Source: an optimization exercise on an open RTL-to-GDS flow (aim: small area, a short achievable clock period and few clock cycles per item). Production flows keep margins and buffers that such runs may drop. In this exercise RTL edits were held to simulation tests only and were not proved equivalent to the original. No activity file was given, so power comes from the tool's default toggle rates.

garnet:
==> flow/design.v <==
package mem_pkg;
    localparam int MEM_DATA_W = 16;
    localparam int MEM_ADDR_W = 8;
    typedef enum logic [1:0] {
        S_IDLE,
        S_WAIT,
        S_RESP
    } state_t;
    localparam logic OP_RD = 1'b0;
    localparam logic OP_WR = 1'b1;
endpackage
module mem_rd_aoi3 (
    input  logic s0, s1, s2,
    input  logic d0, d1, d2,
    output logic y_n
);
    assign y_n = ~((s0 & d0) | (s1 & d1) | (s2 & d2));
endmodule
module mem_wr_ao22 (
    input  logic q, wn,
    input  logic w, d,
    output logic y
);
    assign y = (q & wn) | (w & d);
endmodule
module mem_resp_ram #(
    parameter int DATA_W = 16,
    parameter int DEPTH  = 256,
    parameter int BLK    = 32
) (
    input  logic              clk,
    input  logic              we,
    input  logic [DEPTH-1:0]  rsel,
    input  logic [DATA_W-1:0] din,
    output logic [DATA_W-1:0] dout
);
    localparam int NB = DEPTH / BLK;         
    localparam int NG = (BLK + 2) / 3;       
    logic [DATA_W-1:0] mem_q [DEPTH];
    logic [DATA_W-1:0] part_q [NB];
    logic [DATA_W-1:0] dout_d;
    logic [DEPTH-1:0]  wsel, wsel_n;
    logic [DATA_W-1:0] mem_d [DEPTH];
    always_comb begin
        wsel   = rsel & {DEPTH{we}};
        wsel_n = ~wsel;
    end
    for (genvar r = 0; r < DEPTH; r++) begin : g_row
        for (genvar b = 0; b < DATA_W; b++) begin : g_bit
            mem_wr_ao22 u_wr (
                .q  (mem_q[r][b]), .wn (wsel_n[r]),
                .w  (wsel[r]),     .d  (din[b]),
                .y  (mem_d[r][b])
            );
        end
    end
    always_ff @(posedge clk) begin
        for (int r = 0; r < DEPTH; r++) begin
            mem_q[r] <= mem_d[r];
        end
    end
    for (genvar k = 0; k < NB; k++) begin : g_blk
        logic [DATA_W-1:0] grp_n [NG];
        logic [DATA_W-1:0] part_d;
        for (genvar g = 0; g < NG; g++) begin : g_grp
            localparam int R0 = k * BLK + 3 * g;
            if (3 * g + 2 < BLK) begin : g_full
                for (genvar b = 0; b < DATA_W; b++) begin : g_bit
                    mem_rd_aoi3 u_aoi (
                        .s0 (rsel[R0]),      .s1 (rsel[R0+1]),      .s2 (rsel[R0+2]),
                        .d0 (mem_q[R0][b]),  .d1 (mem_q[R0+1][b]),  .d2 (mem_q[R0+2][b]),
                        .y_n(grp_n[g][b])
                    );
                end
            end else if (3 * g + 1 < BLK) begin : g_two
                assign grp_n[g] = ~((mem_q[R0] & {DATA_W{rsel[R0]}}) |
                                    (mem_q[R0+1] & {DATA_W{rsel[R0+1]}}));
            end else begin : g_one
                assign grp_n[g] = ~(mem_q[R0] & {DATA_W{rsel[R0]}});
            end
        end
        always_comb begin
            part_d = '0;
            for (int g = 0; g < NG; g++) begin
                part_d = part_d | ~grp_n[g];
            end
        end
        always_ff @(posedge clk) begin
            part_q[k] <= part_d;
        end
    end
    always_comb begin
        dout_d = '0;
        for (int k = 0; k < NB; k++) begin
            dout_d = dout_d | part_q[k];
        end
    end
    always_ff @(posedge clk) begin
        dout <= dout_d;
    end
endmodule
import mem_pkg::*;
module mem_responder #(
    parameter int DATA_W  = MEM_DATA_W,
    parameter int ADDR_W  = MEM_ADDR_W,
    parameter int DEPTH   = 256
) (
    input  logic              clk,
    input  logic              reset,
    input  logic              bus_read,
    input  logic              bus_write,
    input  logic [ADDR_W-1:0] bus_addr,
    input  logic [DATA_W-1:0] bus_wdata,
    output logic [DATA_W-1:0] bus_rdata,
    output logic              bus_rvalid,
    output logic              bus_wdone,
    output logic              bus_busy,
    output logic              bus_err
);
    logic              rd1_q, wr1_q;
    logic [ADDR_W-1:0] addr1_q;
    logic [DATA_W-1:0] wdata1_q;
    logic              rd2_q, wr2_q;
    logic [DEPTH-1:0]  row2_q;
    logic [DATA_W-1:0] wdata2_q;
    logic              rd3_q, wr3_q;
    logic              rd4_q, wr4_q;
    logic [DATA_W-1:0] ram_dout;
    always_ff @(posedge clk) begin
        if (reset) begin
            rd1_q <= 1'b0;
            wr1_q <= 1'b0;
            rd2_q <= 1'b0;
            wr2_q <= 1'b0;
            rd3_q <= 1'b0;
            wr3_q <= 1'b0;
            rd4_q <= 1'b0;
            wr4_q <= 1'b0;
        end else begin
            rd1_q <= bus_read && !bus_write;
            wr1_q <= bus_write;
            rd2_q <= rd1_q;
            wr2_q <= wr1_q;
            rd3_q <= rd2_q;
            wr3_q <= wr2_q;
            rd4_q <= rd3_q;
            wr4_q <= wr3_q;
        end
    end
    always_ff @(posedge clk) begin
        addr1_q  <= bus_addr;
        wdata1_q <= bus_wdata;
    end
    always_ff @(posedge clk) begin
        for (int r = 0; r < DEPTH; r++) begin
            row2_q[r] <= (addr1_q == ADDR_W'(r));
        end
        wdata2_q <= wdata1_q;
    end
    mem_resp_ram #(
        .DATA_W (DATA_W),
        .DEPTH  (DEPTH)
    ) u_ram (
        .clk    (clk),
        .we     (wr2_q),
        .rsel   (row2_q),
        .din    (wdata2_q),
        .dout   (ram_dout)
    );
    assign bus_rdata  = ram_dout;
    assign bus_rvalid = rd4_q;
    assign bus_wdone  = wr4_q;
    assign bus_busy   = 1'b0;
    assign bus_err    = 1'b0;
endmodule
make LEC_CHECK=0 CAP_MARGIN=20 CORE_MARGIN=2 CORE_UTILIZATION=65 CTS_CLUSTER_DIAMETER=150 CTS_CLUSTER_SIZE=28 SETUP_SLACK_MARGIN=3.2 SLEW_MARGIN=20 SYNTH_HIERARCHICAL=1 SYNTH_MEMORY_MAX_BITS=16384 finish   # period 5.5 ns
run.sh (not shown) runs the stock make flow with config.mk's settings and CLKGATE_MAP_FILE= SYNTH_SCRIPT=/design/flow/synth_recipe.tcl, a recipe that flattens the netlist after the stock synthesis.
Testbench counts of garnet, summed over its fixed seeds: cycles 24,032, items 24,000.
Setup changes, garnet to ember
==> flow/design.v, changed modules only <==
module mem_resp_ram #(
    parameter int DATA_W = 16,
    parameter int DEPTH  = 256,
    parameter int BLK    = 32
) (
    input  logic              clk,
    input  logic              we,
    input  logic [DEPTH-1:0]  rsel,
    input  logic [DATA_W-1:0] din,
    output logic [DATA_W-1:0] dout
);
    localparam int NB = DEPTH / BLK;         
    localparam int NG = (BLK + 2) / 3;       
    logic [DATA_W-1:0] mem_q [DEPTH];
    logic [DATA_W-1:0] part_q [NB];
    logic [DATA_W-1:0] dout_d;
    always_ff @(posedge clk) begin
        for (int r = 0; r < DEPTH; r++) begin
            if (we && rsel[r]) begin
                mem_q[r] <= din;
            end
        end
    end
    for (genvar k = 0; k < NB; k++) begin : g_blk
        logic [DATA_W-1:0] grp_n [NG];
        logic [DATA_W-1:0] part_d;
        for (genvar g = 0; g < NG; g++) begin : g_grp
            localparam int R0 = k * BLK + 3 * g;
            if (3 * g + 2 < BLK) begin : g_full
                for (genvar b = 0; b < DATA_W; b++) begin : g_bit
                    mem_rd_aoi3 u_aoi (
                        .s0 (rsel[R0]),      .s1 (rsel[R0+1]),      .s2 (rsel[R0+2]),
                        .d0 (mem_q[R0][b]),  .d1 (mem_q[R0+1][b]),  .d2 (mem_q[R0+2][b]),
                        .y_n(grp_n[g][b])
                    );
                end
            end else if (3 * g + 1 < BLK) begin : g_two
                assign grp_n[g] = ~((mem_q[R0] & {DATA_W{rsel[R0]}}) |
                                    (mem_q[R0+1] & {DATA_W{rsel[R0+1]}}));
            end else begin : g_one
                assign grp_n[g] = ~(mem_q[R0] & {DATA_W{rsel[R0]}});
            end
        end
        always_comb begin
            part_d = '0;
            for (int g = 0; g < NG; g++) begin
                part_d = part_d | ~grp_n[g];
            end
        end
        always_ff @(posedge clk) begin
            part_q[k] <= part_d;
        end
    end
    always_comb begin
        dout_d = '0;
        for (int k = 0; k < NB; k++) begin
            dout_d = dout_d | part_q[k];
        end
    end
    always_ff @(posedge clk) begin
        dout <= dout_d;
    end
endmodule
// module mem_wr_ao22 removed
Findings:
Summary: with garnet as the reference, post-route cell area in ember moved up by a few percent. ember vs garnet — via count dropped by more than a quarter. NOTE global-route wire length before repair garnet->ember decreased by more than 10%. Taking garnet as the reference point, the number of inserted filler cells in the final layout of ember falls by 1509. garnet ended up with u_ram.dout[11] as its launching instance or port of the critical path; ember ended up with u_ram.dout[5]. Status | ember and garnet | clean. On clock power share: ember sits below garnet. Summary of ember over garnet: count of buffers not belonging to the clock network in the layout went down by 34, switching power of the nets went down by 0.00028 W. Summary of the comparison: count of clock-net buffers in the final layout is higher in ember, relative to garnet. Cmp ember vs garnet: register area share after synthesis higher in ember. Min pin slew with the least headroom to its limit across ember and garnet: ember. Run comparison: garnet most common cell after layout, fill and taps aside dfxtp_1; ember most common cell after layout, fill and taps aside edfxtp_1. Going from garnet to ember, total length of routed wires shrank by more than 10%. Of the two candidates, garnet has the worse minimum setup slack in the final design and ember the better one.
Testbench counts of ember, summed over its fixed seeds: cycles 24,032, items 24,000.

[afterwards: timing with drivers on the ports]
Ports are ideal in the flow. The routed layouts listed here were re-timed in OpenROAD.
Step 1 sets driving cells, clkbuf_16 on the clock port and buf_2 on the other inputs (assumed; they add their load-dependent delay and slew).
Step 2 times the ports against the registers' clock, not the clock port: input delays grow and output delays shrink by t, the midpoint of the rising clock arrivals with the driver on.
a / b / c = ideal ports / drivers / drivers and shift; a / b = the first two.
run | shift t [ns] | setup slack, ns | worst hold slack (ns) | worst data-port slew with drivers (ns)
garnet | 0.964 | 2.967 / 2.870 / 3.069 | 0.303 / 0.303 / 0.303 | 0.05
ember | 0.966 | 3.077 / 2.974 / 2.897 | 0.330 / 0.330 / 0.330 | 0.17
After both steps every run listed still meets setup and hold. The setup slack of ember, which loses most, moves by -0.103 ns with the drivers and by -0.180 ns with both steps.
